Source: an optimization exercise on an open RTL-to-GDS flow (aim: small area, a short achievable clock period and few clock cycles). Production flows keep margins and buffers that such runs may drop.
At most, simulation tests tie the RTL to the original design; equivalence was not proved.
Power is estimated from default activity; no workload was simulated.

## JK
## cave_cellular_automaton_step
module cave_cellular_automaton_step #(
	parameter int MAX_COLS = cca_pkg::CCA_MAX_COLS,
	parameter int MAX_ROWS = cca_pkg::CCA_MAX_ROWS
) (
	input  logic                      clk,
	input  logic                      arst_n,
	input  logic                      start,
	output logic                      busy,
	input  logic [14:0]                     req,
	output logic                      done,
	output logic [1:0]                      rsp,
	input  logic                      cfg_valid,
	output logic                      cfg_ready,
	input  logic [cca_pkg::CCA_CFG_IDX_W-1:0]  cfg_index,
	input  logic [cca_pkg::CCA_CFG_DATA_W-1:0] cfg_data
);
	localparam int NG  = MAX_COLS / 2;    
	localparam int GW  = 2 * MAX_ROWS;    
	localparam int GAW = $clog2(NG);
	localparam int BW  = $clog2(GW);
	logic [1:0] req_cmd;
	logic [6:0] req_col;
	logic [4:0] req_row;
	logic       req_wall;
	assign req_cmd  = req[14:13];
	assign req_col  = req[12:6];
	assign req_row  = req[5:1];
	assign req_wall = req[0];
	localparam logic [6:0] UC_RST = 7'(MAX_COLS);
  ...
clock: 7.0 ns
lec_check: 0
cap_margin: 20
core_margin: 2
core_utilization: 45
cts_cluster_diameter: 100
cts_cluster_size: 24
place_density: 0.6
setup_slack_margin: 4.5
slew_margin: 20
run.sh (not shown) runs the stock make flow with config.mk's settings and CLKGATE_MAP_FILE= SYNTH_SCRIPT=/design/flow/synth_recipe.tcl, a recipe that flattens the netlist after the stock synthesis.
Modified inputs, MS compared to JK
--- a/flow/design.v
+++ b/flow/design.v
@@ -77,30 +77,29 @@
 	input  logic [ROWS-1:0]   prev,
 	input  logic [2*ROWS-1:0] cur,
 	input  logic [ROWS-1:0]   next,
 	input  logic [ROWS-1:0]   row_ok,
 	input  logic              c1_ok,
 	input  logic [4:0]        ks,
 	input  logic [4:0]        kb,
 	output logic [2*ROWS-1:0] new_cells
 );
 	logic [ROWS+1:0] vp, v0, v1, vn;
-	assign vp = {1'b0, prev, 1'b0};
-	assign v0 = {1'b0, cur[ROWS-1:0], 1'b0};
-	assign v1 = {1'b0, cur[2*ROWS-1:ROWS] & {ROWS{c1_ok}}, 1'b0};
-	assign vn = {1'b0, next, 1'b0};
-	logic [ROWS+1:0] hs0, hc0, hs1, hc1, rmask;
-	assign rmask = {1'b0, row_ok, 1'b0};
-	assign hs0 = (vp ^ v0 ^ v1) & rmask;
-	assign hc0 = ((vp & v0) | (vp & v1) | (v0 & v1)) & rmask;
-	assign hs1 = (v0 ^ v1 ^ vn) & rmask;
-	assign hc1 = ((v0 & v1) | (v0 & vn) | (v1 & vn)) & rmask;
+	assign vp = {1'b0, prev & row_ok, 1'b0};
+	assign v0 = {1'b0, cur[ROWS-1:0] & row_ok, 1'b0};
+	assign v1 = {1'b0, cur[2*ROWS-1:ROWS] & row_ok & {ROWS{c1_ok}}, 1'b0};
+	assign vn = {1'b0, next & row_ok, 1'b0};
+	logic [ROWS+1:0] hs0, hc0, hs1, hc1;
+	assign hs0 = vp ^ v0 ^ v1;
+	assign hc0 = (vp & v0) | (vp & v1) | (v0 & v1);
+	assign hs1 = v0 ^ v1 ^ vn;
+	assign hc1 = (v0 & v1) | (v0 & vn) | (v1 & vn);
 	logic [2*ROWS-1:0] s1_q, k1_q;
 	logic [ROWS-1:0]   hc0_q, hc1_q;
 	logic [ROWS-1:0]   c0_q;
 	logic              c1ok_q;
 	always_ff @(posedge clk) begin
 		for (int r = 0; r < ROWS; r++) begin
 			s1_q[r]      <= hs0[r] ^ hs0[r+2] ^ vp[r+1];
 			k1_q[r]      <= cca_maj(hs0[r], hs0[r+2], vp[r+1]);
 			s1_q[ROWS+r] <= hs1[r] ^ hs1[r+2] ^ v0[r+1];
 			k1_q[ROWS+r] <= cca_maj(hs1[r], hs1[r+2], v0[r+1]);
@@ -214,21 +213,21 @@
 	assign cfg_ready = 1'b1;
 	logic           busy_q, busy_out_q, gen_q;
 	logic [5:0]     tcnt_q;
 	logic           accept, acc_gen, in_range1;
 	logic           v1_q, wall1_q;
 	logic [1:0]     cmd1_q;
 	logic [6:0]     col1_q;
 	logic [4:0]     row1_q;
 	logic           v2_q, rd2_q, err2_q, wall2_q;
 	logic           col2_q;                 
-	logic [3:0]     row2_q;                 
+	logic [MAX_ROWS-1:0] row2_q;            
 	logic           done_q;
 	logic [1:0]     rsp_q;
 	logic [NG-1:0]  sel_q;
 	logic           we_q, wgen_q;
 	logic [GAW-1:0] wgrp_q;
 	logic           c1ok_q;
 	assign accept    = start && !busy_q;
 	assign acc_gen   = accept && (req_cmd == 2'd1);
 	assign in_range1 = (col1_q < used_cols) && !row1_q[4] && row_ok[row1_q[3:0]];
 	assign busy      = busy_out_q;
@@ -282,25 +281,25 @@
 	end
 	always_ff @(posedge clk) begin
 		cmd1_q  <= req_cmd;
 		col1_q  <= req_col;
 		row1_q  <= req_row;
 		wall1_q <= req_wall;
 		rd2_q   <= (cmd1_q == 2'd2) && in_range1;
 		err2_q  <= !cmd1_q[0] && !in_range1;
 		wall2_q <= wall1_q;
 		col2_q  <= col1_q[0];
-		row2_q  <= row1_q[3:0];
+		row2_q  <= MAX_ROWS'(1) << row1_q[3:0];
 		rsp_q   <= v2_q ? {rd2_q && |(r2_q & cell2), err2_q} : 2'b00;
 	end
 	always_comb begin
-		cell2  = GW'(1) << {col2_q, row2_q};
+		cell2  = col2_q ? {row2_q, MAX_ROWS'(0)} : {MAX_ROWS'(0), row2_q};
 		merged = (r2_q & ~cell2) | (cell2 & {GW{wall2_q}});
 		wdata  = wgen_q ? new_q : merged;
 		rgrp   = gen_q ? GAW'(tcnt_q) : col1_q[GAW:1];
 	end
 	always_ff @(posedge clk) begin
 		r2_q <= (we_q && (wgrp_q == rgrp)) ? wdata : grp_rd;
 	end
 	cca_ram #(
 		.NG (NG),
 		.GW (GW)
Results
Against JK as the reference, MS delivers a lower total power. Portion of the clock cycle consumed by the worst path in the final layout sits lower in MS than in JK. Re maximum fanout encountered on the critical timing path: no difference whatsoever between JK and MS. Number of max-slew violations in the final report: MS vs JK identical. Layout clock buffer count in MS is 8.3% below JK. Row peak per-stage delay on the critical path: MS lower / JK higher. Relative to JK, pin count of the biggest net entering global routing has gone up in MS. In the reports for MS and JK, the larger CTS sink count belongs to MS. Re level count of the clock H-tree: no difference whatsoever between MS and JK. [MS vs JK] sequential fraction of total cell area: higher in MS. The via count of the first global-routing pass in MS sits 250 above the value recorded for JK. In MS relative to JK, ratio of total power to cell area had gone down by a few percent. In MS, slew at the pin closest to its max-slew limit is lower than in JK.
Testbench counts of MS, summed over its fixed seeds: cycles 12,496.
The RTL of JK was laid out without a check of its function.

-- what the ideal ports hide --
No port has a modelled driver above. Below, the same layouts with a new extraction and two added sets of constraints.
Step 1 sets driving cells, clkbuf_16 on the clock port and buf_2 on the other inputs (assumed; they add their load-dependent delay and slew).
Step 2 also shifts input and output timing later by t, the mid clock arrival at the registers, as if the neighbouring blocks saw the same clock.
Three values: no drivers, after step 1, after step 2; two values: the first two.
| run | t, ns | slack for setup (ns) | worst hold slack (ns) |
|---|---|---|---|
| JK | 0.746 | 4.390 / 4.317 / 3.883 | 0.342 / 0.342 / 0.342 |
| MS | 0.744 | 4.420 / 4.344 / 3.876 | 0.357 / 0.357 / 0.357 |
After both steps every run listed still meets setup and hold. The setup slack of MS, which loses most, moves by -0.076 ns with the drivers and by -0.544 ns with both steps.
